Context: an optimization exercise on an open-source flow, tuned for small area and a short achievable clock period. The choices shown serve that exercise and are no tape-out recipe.
Where RTL was checked, it was by simulation tests only, not by an equivalence proof against the original.
No activity file was given, so power comes from the tool's default toggle rates.

==> inputs of run a <==
==> flow/design.v <==
`default_nettype none
package trace_pkg;
  localparam int num_rules       = 2;
  localparam int buf_bytes       = 4;
  localparam int buf_width       = buf_bytes * 8;
  localparam int fifo_depth      = 16;
  localparam int fifo_addr_width = 4;
  typedef struct packed {
    logic [15-num_rules-8:0] pad;    
    logic [num_rules-1:0]    rules;
    logic [7:0]              stamp;
  } event_t;
  localparam logic [7:0] reg_ctrl         = 8'h00;
  localparam logic [7:0] reg_rule_en      = 8'h01;
  localparam logic [7:0] reg_trig_en      = 8'h02;
  localparam logic [7:0] reg_trig_delay   = 8'h03;
  localparam logic [7:0] reg_trig_width   = 8'h04;
  localparam logic [7:0] reg_status       = 8'h05;
  localparam logic [7:0] reg_fifo_lo      = 8'h06;
  localparam logic [7:0] reg_fifo_hi      = 8'h07;
  localparam logic [7:0] reg_count0       = 8'h08;
  localparam logic [7:0] reg_count1       = 8'h09;
  localparam logic [7:0] reg_pattern_base = 8'h10;    
  localparam logic [7:0] reg_mask_base    = 8'h20;    
  localparam logic [1:0] trig_idle  = 2'd0;
  localparam logic [1:0] trig_wait  = 2'd1;
  localparam logic [1:0] trig_pulse = 2'd2;
endpackage
`default_nettype wire
`timescale 1ns/1ps
`default_nettype none
module trace_top (
  input  logic       fe_clk,
  input  logic       reset,
  input  logic [7:0] reg_addr,
  input  logic [7:0] reg_wdata,
  input  logic       reg_write,
  input  logic       reg_read,
  output logic [7:0] reg_rdata,
  input  logic [7:0] trace_data,
  input  logic       trace_valid,
  output logic       capturing,
  output logic       trig_out
);
  function automatic [7:0] inc8(input [7:0] q, input en);
    integer i;
    for (i = 0; i < 8; i = i + 1)
      inc8[i] = q[i] ^ (en & (&(q | ~((8'd1 << i) - 8'd1))));
  endfunction
  function automatic [7:0] dec8(input [7:0] q);
    integer i;
    for (i = 0; i < 8; i = i + 1)
      dec8[i] = q[i] ^ (&(~q | ~((8'd1 << i) - 8'd1)));
  endfunction
  function automatic [3:0] inc4(input [3:0] q, input en);
    integer i;
    for (i = 0; i < 4; i = i + 1)
      inc4[i] = q[i] ^ (en & (&(q | ~((4'd1 << i) - 4'd1))));
  endfunction
  logic page0;
  logic hi0, hi1, hi2, hi4;    
  assign page0 = (reg_addr[7:6] == 2'b00);
  assign hi0   = (reg_addr[7:3] == 5'b00000);
  assign hi1   = (reg_addr[7:3] == 5'b00001);
  assign hi2   = (reg_addr[7:3] == 5'b00010);
  assign hi4   = (reg_addr[7:3] == 5'b00100);
  logic [7:0] lo;              
  always_comb
    for (int i = 0; i < 8; i++)
      lo[i] = (reg_addr[2:0] == i[2:0]);
  logic [7:0] wd;
  assign wd = reg_wdata & {8{~reset}};
  logic wr0, wrp, wrm;
  assign wr0 = reg_write & hi0;
  assign wrp = reg_write & hi2;
  assign wrm = reg_write & hi4;
  logic [31:0] pat0, pat1, msk0, msk1;
  logic [1:0]  rule_en, trig_en;
  logic [7:0]  trig_delay, trig_width;
  logic        armed, arm_pulse;
  always_ff @(posedge fe_clk) begin
    for (int b = 0; b < 4; b++) begin
      if (reset | (wrp & lo[b]))     pat0[8*b +: 8] <= wd;
      if (reset | (wrp & lo[b+4]))   pat1[8*b +: 8] <= wd;
      if (reset | (wrm & lo[b]))     msk0[8*b +: 8] <= wd;
      if (reset | (wrm & lo[b+4]))   msk1[8*b +: 8] <= wd;
    end
    if (reset | (wr0 & lo[0])) armed      <= wd[0];
    if (reset | (wr0 & lo[1])) rule_en    <= wd[1:0];
    if (reset | (wr0 & lo[2])) trig_en    <= wd[1:0];
    if (reset | (wr0 & lo[3])) trig_delay <= wd;
    if (reset | (wr0 & lo[4])) trig_width <= wd;
    arm_pulse <= wr0 & lo[0] & wd[0];
  end
  assign capturing = armed;
  localparam logic [31:0] INV = 32'hff00ff00;
  logic [31:0] tbq, tbuf;      
  logic        byte_seen;
  logic [1:0]  match, hit;
  assign tbuf = tbq ^ INV;
  always_ff @(posedge fe_clk) begin
    if (reset | trace_valid)
      tbq <= ({tbuf[23:0], trace_data} & {32{~reset}}) ^ INV;
    byte_seen <= trace_valid & ~reset;
    match     <= hit & {2{byte_seen & ~reset}};
  end
  assign hit[0] = rule_en[0] & ~|((tbuf ^ pat0) & msk0);
  assign hit[1] = rule_en[1] & ~|((tbuf ^ pat1) & msk1);
  logic [7:0] cnt0, cnt1;
  always_ff @(posedge fe_clk) begin
    cnt0 <= inc8(cnt0, match[0] & ~&cnt0) & {8{~reset}};
    cnt1 <= inc8(cnt1, match[1] & ~&cnt1) & {8{~reset}};
  end
  logic [7:0] stamp;
  always_ff @(posedge fe_clk)
    stamp <= inc8(stamp, byte_seen) & {8{~(reset | arm_pulse)}};
  logic       ev_write;
  logic [1:0] ev_rules;
  logic [7:0] ev_stamp;
  always_ff @(posedge fe_clk) begin
    ev_write <= armed & (|match) & ~reset;
    ev_rules <= match;
    ev_stamp <= stamp;
  end
  logic [9:0] mem [16];
  logic [3:0] wp, rp;
  logic       empty, full, ovf;
  logic       pop, push;
  logic [9:0] head;
  assign head = mem[rp];
  assign push = ev_write & ~full;
  assign pop  = reg_read & hi0 & lo[7] & ~empty;
  always_ff @(posedge fe_clk) begin
    for (int i = 0; i < 16; i++)
      if (push & (wp == i[3:0]))
        mem[i] <= {ev_rules, ev_stamp};
  end
  logic wp1_eq_rp, rp1_eq_wp;
  assign wp1_eq_rp = (inc4(wp, 1'b1) == rp);
  assign rp1_eq_wp = (inc4(rp, 1'b1) == wp);
  always_ff @(posedge fe_clk) begin
    wp    <= inc4(wp, push) & {4{~reset}};
    rp    <= inc4(rp, pop) & {4{~reset}};
    full  <= ~reset & (full ? ~pop : (push & ~pop & wp1_eq_rp));
    empty <= reset | (empty ? ~push : (pop & ~push & rp1_eq_wp));
    ovf   <= ((ev_write & full) | (ovf & ~arm_pulse)) & ~reset;
  end
  logic       busy;
  logic [7:0] tcnt;
  logic       start, tcnt_zero, tcnt_le1;
  assign start     = ~busy & armed & |(match & trig_en);
  assign tcnt_zero = (tcnt == 8'h00);
  assign tcnt_le1  = (tcnt[7:1] == 7'h00);
  always_ff @(posedge fe_clk) begin
    if (reset) begin
      busy     <= 1'b0;
      trig_out <= 1'b0;
    end else if (!busy) begin
      busy <= start;
    end else if (!trig_out) begin
      if (tcnt_zero) trig_out <= 1'b1;
    end else if (tcnt_le1) begin
      busy     <= 1'b0;
      trig_out <= 1'b0;
    end
  end
  always_ff @(posedge fe_clk) begin
    if (!busy)
      tcnt <= trig_delay;
    else if (!trig_out && tcnt_zero)
      tcnt <= trig_width;
    else
      tcnt <= dec8(tcnt);
  end
  logic [7:0] g0, g1, g2, g4, rd_value;
  always_comb begin
    case (reg_addr[2:0])
      3'd0: g0 = {7'b0, armed};
      3'd1: g0 = {6'b0, rule_en};
      3'd2: g0 = {6'b0, trig_en};
      3'd3: g0 = trig_delay;
      3'd4: g0 = trig_width;
      3'd5: g0 = {4'b0, busy, ovf, full, empty};
      3'd6: g0 = empty ? 8'h00 : head[7:0];
      default: g0 = empty ? 8'h00 : {6'b0, head[9:8]};
    endcase
    case (reg_addr[2:0])
      3'd0: g1 = cnt0;
      3'd1: g1 = cnt1;
      default: g1 = 8'h00;
    endcase
    case (reg_addr[2:0])
      3'd0: g2 = pat0[7:0];
      3'd1: g2 = pat0[15:8];
      3'd2: g2 = pat0[23:16];
      3'd3: g2 = pat0[31:24];
      3'd4: g2 = pat1[7:0];
      3'd5: g2 = pat1[15:8];
      3'd6: g2 = pat1[23:16];
      default: g2 = pat1[31:24];
    endcase
    case (reg_addr[2:0])
      3'd0: g4 = msk0[7:0];
      3'd1: g4 = msk0[15:8];
      3'd2: g4 = msk0[23:16];
      3'd3: g4 = msk0[31:24];
      3'd4: g4 = msk1[7:0];
      3'd5: g4 = msk1[15:8];
      3'd6: g4 = msk1[23:16];
      default: g4 = msk1[31:24];
    endcase
    rd_value = (({8{hi0}} & g0) | ({8{hi1}} & g1) |
                ({8{hi2}} & g2) | ({8{hi4}} & g4)) & {8{~reset}};
  end
  always_ff @(posedge fe_clk) begin
    if (reset | reg_read)
      reg_rdata <= rd_value;
  end
endmodule
`default_nettype wire
==> flow/run.sh <==
#!/bin/bash
# synth_recipe.tcl (not shown) runs the flow's synth.tcl, then flattens the netlist and writes it again
# the make line also repeats each setting of config.mk as NAME=value (left out here)
make -C /OpenROAD-flow-scripts/flow DESIGN_CONFIG=/design/flow/config.mk WORK_HOME=/design/flow/orfs CLKGATE_MAP_FILE= SYNTH_SCRIPT=/design/flow/synth_recipe.tcl finish
==> flow/config.mk <==
export PLATFORM = sky130hd
export DESIGN_NAME = trace_top
export DESIGN_NICKNAME = trace_top
export VERILOG_FILES = /design/flow/design.v
export SDC_FILE = /design/flow/constraint.sdc
export NUM_CORES = 4
export LEC_CHECK = 0
export CAP_MARGIN = 20
export CORE_MARGIN = 2
export CORE_UTILIZATION = 40
export CTS_BUF_LIST = sky130_fd_sc_hd__clkbuf_16
export CTS_CLUSTER_DIAMETER = 60
export CTS_CLUSTER_SIZE = 20
export SETUP_SLACK_MARGIN = 1.7
export SLEW_MARGIN = 20
==> flow/constraint.sdc <==
create_clock -name core_clock -period 4.0 [get_ports {fe_clk}]
set_input_delay 0.8000 -clock core_clock [delete_from_list [all_inputs] [get_ports {fe_clk}]]
set_output_delay 0.8000 -clock core_clock [all_outputs]
set_load 0.01 [all_outputs]
==> inputs of run b, as changes to run a <==
--- a/flow/design.v
+++ b/flow/design.v
@@ -174,46 +174,44 @@
   end
-  logic [7:0] g0, g1, g2, g4, rd_value;
+  logic [7:0] rd_a, rd_b, rdata_a, rdata_b;
   always_comb begin
-    case (reg_addr[2:0])
-      3'd0: g0 = {7'b0, armed};
-      3'd1: g0 = {6'b0, rule_en};
-      3'd2: g0 = {6'b0, trig_en};
-      3'd3: g0 = trig_delay;
-      3'd4: g0 = trig_width;
-      3'd5: g0 = {4'b0, busy, ovf, full, empty};
-      3'd6: g0 = empty ? 8'h00 : head[7:0];
-      default: g0 = empty ? 8'h00 : {6'b0, head[9:8]};
+    case (reg_addr[5:0])
+      6'h00: rd_a = {7'b0, armed};
+      6'h01: rd_a = {6'b0, rule_en};
+      6'h02: rd_a = {6'b0, trig_en};
+      6'h03: rd_a = trig_delay;
+      6'h04: rd_a = trig_width;
+      6'h05: rd_a = {4'b0, busy, ovf, full, empty};
+      6'h06: rd_a = empty ? 8'h00 : head[7:0];
+      6'h07: rd_a = empty ? 8'h00 : {6'b0, head[9:8]};
+      6'h08: rd_a = cnt0;
+      6'h09: rd_a = cnt1;
+      default: rd_a = 8'h00;
     endcase
-    case (reg_addr[2:0])
-      3'd0: g1 = cnt0;
-      3'd1: g1 = cnt1;
-      default: g1 = 8'h00;
+    case (reg_addr[5:0])
+      6'h10: rd_b = pat0[7:0];
+      6'h11: rd_b = pat0[15:8];
+      6'h12: rd_b = pat0[23:16];
+      6'h13: rd_b = pat0[31:24];
+      6'h14: rd_b = pat1[7:0];
+      6'h15: rd_b = pat1[15:8];
+      6'h16: rd_b = pat1[23:16];
+      6'h17: rd_b = pat1[31:24];
+      6'h20: rd_b = msk0[7:0];
+      6'h21: rd_b = msk0[15:8];
+      6'h22: rd_b = msk0[23:16];
+      6'h23: rd_b = msk0[31:24];
+      6'h24: rd_b = msk1[7:0];
+      6'h25: rd_b = msk1[15:8];
+      6'h26: rd_b = msk1[23:16];
+      6'h27: rd_b = msk1[31:24];
+      default: rd_b = 8'h00;
     endcase
-    case (reg_addr[2:0])
-      3'd0: g2 = pat0[7:0];
-      3'd1: g2 = pat0[15:8];
-      3'd2: g2 = pat0[23:16];
-      3'd3: g2 = pat0[31:24];
-      3'd4: g2 = pat1[7:0];
-      3'd5: g2 = pat1[15:8];
-      3'd6: g2 = pat1[23:16];
-      default: g2 = pat1[31:24];
-    endcase
-    case (reg_addr[2:0])
-      3'd0: g4 = msk0[7:0];
-      3'd1: g4 = msk0[15:8];
-      3'd2: g4 = msk0[23:16];
-      3'd3: g4 = msk0[31:24];
-      3'd4: g4 = msk1[7:0];
-      3'd5: g4 = msk1[15:8];
-      3'd6: g4 = msk1[23:16];
-      default: g4 = msk1[31:24];
-    endcase
-    rd_value = (({8{hi0}} & g0) | ({8{hi1}} & g1) |
-                ({8{hi2}} & g2) | ({8{hi4}} & g4)) & {8{~reset}};
-  end
-  always_ff @(posedge fe_clk) begin
-    if (reset | reg_read)
-      reg_rdata <= rd_value;
-  end
+  end
+  always_ff @(posedge fe_clk) begin
+    if (reset | reg_read) begin
+      rdata_a <= rd_a & {8{page0 & ~reset}};
+      rdata_b <= rd_b & {8{page0 & ~reset}};
+    end
+  end
+  assign reg_rdata = rdata_a | rdata_b;
 endmodule
==> flow/flow/run.sh (new file) <==
#!/bin/bash
# Standard layout, with the port buffers made from buf_4 cells instead of
# the resizer's default pick.
set -euo pipefail
export BUFFER_PORTS_ARGS="-buffer_cell sky130_fd_sc_hd__buf_4"
bash standard.sh > standard.log 2>&1
==> flow/standard.sh (new file) <==
#!/bin/bash
# synth_recipe.tcl (not shown) runs the flow's synth.tcl, then flattens the netlist and writes it again
# the make line also repeats each setting of config.mk as NAME=value (left out here)
make -C /OpenROAD-flow-scripts/flow DESIGN_CONFIG=/design/flow/config.mk WORK_HOME=/design/flow/orfs CLKGATE_MAP_FILE= SYNTH_SCRIPT=/design/flow/synth_recipe.tcl "${@:-finish}"
Settings changed: CORE_UTILIZATION 40 to 60, CTS_CLUSTER_DIAMETER 60 to 80, CTS_CLUSTER_SIZE 20 to 25.
removed: flow/run.sh
==> inputs of run c, as changes to run a <==
--- a/flow/design.v
+++ b/flow/design.v
@@ -174,41 +174,34 @@
   end
-  logic [7:0] g0, g1, g2, g4, rd_value;
+  logic [7:0] rd_value, rd_sel;
   always_comb begin
-    case (reg_addr[2:0])
-      3'd0: g0 = {7'b0, armed};
-      3'd1: g0 = {6'b0, rule_en};
-      3'd2: g0 = {6'b0, trig_en};
-      3'd3: g0 = trig_delay;
-      3'd4: g0 = trig_width;
-      3'd5: g0 = {4'b0, busy, ovf, full, empty};
-      3'd6: g0 = empty ? 8'h00 : head[7:0];
-      default: g0 = empty ? 8'h00 : {6'b0, head[9:8]};
+    case (reg_addr[5:0])
+      6'h00: rd_sel = {7'b0, armed};
+      6'h01: rd_sel = {6'b0, rule_en};
+      6'h02: rd_sel = {6'b0, trig_en};
+      6'h03: rd_sel = trig_delay;
+      6'h04: rd_sel = trig_width;
+      6'h05: rd_sel = {4'b0, busy, ovf, full, empty};
+      6'h06: rd_sel = empty ? 8'h00 : head[7:0];
+      6'h07: rd_sel = empty ? 8'h00 : {6'b0, head[9:8]};
+      6'h08: rd_sel = cnt0;
+      6'h09: rd_sel = cnt1;
+      6'h10: rd_sel = pat0[7:0];
+      6'h11: rd_sel = pat0[15:8];
+      6'h12: rd_sel = pat0[23:16];
+      6'h13: rd_sel = pat0[31:24];
+      6'h14: rd_sel = pat1[7:0];
+      6'h15: rd_sel = pat1[15:8];
+      6'h16: rd_sel = pat1[23:16];
+      6'h17: rd_sel = pat1[31:24];
+      6'h20: rd_sel = msk0[7:0];
+      6'h21: rd_sel = msk0[15:8];
+      6'h22: rd_sel = msk0[23:16];
+      6'h23: rd_sel = msk0[31:24];
+      6'h24: rd_sel = msk1[7:0];
+      6'h25: rd_sel = msk1[15:8];
+      6'h26: rd_sel = msk1[23:16];
+      6'h27: rd_sel = msk1[31:24];
+      default: rd_sel = 8'h00;
     endcase
-    case (reg_addr[2:0])
-      3'd0: g1 = cnt0;
-      3'd1: g1 = cnt1;
-      default: g1 = 8'h00;
-    endcase
-    case (reg_addr[2:0])
-      3'd0: g2 = pat0[7:0];
-      3'd1: g2 = pat0[15:8];
-      3'd2: g2 = pat0[23:16];
-      3'd3: g2 = pat0[31:24];
-      3'd4: g2 = pat1[7:0];
-      3'd5: g2 = pat1[15:8];
-      3'd6: g2 = pat1[23:16];
-      default: g2 = pat1[31:24];
-    endcase
-    case (reg_addr[2:0])
-      3'd0: g4 = msk0[7:0];
-      3'd1: g4 = msk0[15:8];
-      3'd2: g4 = msk0[23:16];
-      3'd3: g4 = msk0[31:24];
-      3'd4: g4 = msk1[7:0];
-      3'd5: g4 = msk1[15:8];
-      3'd6: g4 = msk1[23:16];
-      default: g4 = msk1[31:24];
-    endcase
-    rd_value = (({8{hi0}} & g0) | ({8{hi1}} & g1) |
-                ({8{hi2}} & g2) | ({8{hi4}} & g4)) & {8{~reset}};
+    rd_value = rd_sel & {8{page0 & ~reset}};
   end
==> flow/flow/run.sh (new file) <==
#!/bin/bash
# Standard layout, with the port buffers made from buf_4 cells instead of
# the resizer's default pick.
set -euo pipefail
export BUFFER_PORTS_ARGS="-buffer_cell sky130_fd_sc_hd__buf_4"
bash standard.sh > standard.log 2>&1
==> flow/standard.sh (new file) <==
#!/bin/bash
# synth_recipe.tcl (not shown) runs the flow's synth.tcl, then flattens the netlist and writes it again
# the make line also repeats each setting of config.mk as NAME=value (left out here)
make -C /OpenROAD-flow-scripts/flow DESIGN_CONFIG=/design/flow/config.mk WORK_HOME=/design/flow/orfs CLKGATE_MAP_FILE= SYNTH_SCRIPT=/design/flow/synth_recipe.tcl "${@:-finish}"
Settings changed: CORE_UTILIZATION 40 to 60, CTS_CLUSTER_DIAMETER 60 to 80, CTS_CLUSTER_SIZE 20 to 25, SETUP_SLACK_MARGIN 1.7 to 1.9, TNS_END_PERCENT set to 10.
removed: flow/run.sh
==> notes <==
Run b produced a clean layout. Run a produced a clean layout. Run c went through all stages and came out clean. Between run a and run b, the lower non-clock buffer count is in run a (gap 8). Between run c and run b, the lower via count is in run b (gap 2.6%, measured against run b). Cell count, lowest first: run c, run b, run a. Of run b and run a, run a has the higher setup slack (gap 0.016 ns). Global-route usage, lowest first: run a, run b, run c. Of run b and run a, run a has the higher combinational power (gap about 20%, measured against run a). Against run b, the sequential share of layout area of run c is lower by 0.96 points. The lowest die area belongs to run c, the highest to run a. Against run b, the fmax of run c is lower by about 8%.
The RTL of run b was laid out without a check of its function.

==> afterwards: timing with drivers on the ports <==
No port has a modelled driver above. Below, the same layouts with a new extraction and two added sets of constraints. Step 1 (the two cells are an assumption about what drives the block):
set clk [get_ports {fe_clk}]
set_driving_cell -lib_cell sky130_fd_sc_hd__clkbuf_16 $clk
set_driving_cell -lib_cell sky130_fd_sc_hd__buf_2 [delete_from_list [all_inputs] $clk]
Step 2 moves the port delays by t, midway between the first and last clock arrival at a register: inputs arrive t later, outputs are due t later. That takes back most of the time a late clock gives input paths. Three values: ideal, step 1, step 2; two values: the first two.
run | t (ns) | slack for setup (ns) | worst setup path after step 2 | latest minus earliest clock arrival (ns) | cell pins on the clock port's net
run a | 0.647 | 1.677 / 1.677 / 1.048 | input to register | 0.028 / 0.028 | 1
run b | 0.586 | 1.662 / 1.662 / 1.110 | input to register | 0.024 / 0.024 | 1
run c | 0.591 | 1.466 / 1.466 / 1.057 | input to register | 0.025 / 0.024 | 1
After both steps every run listed still meets setup and hold. For run a, which loses most, drivers alone change the setup slack by 0.000 ns; drivers and shift together by -0.629 ns.
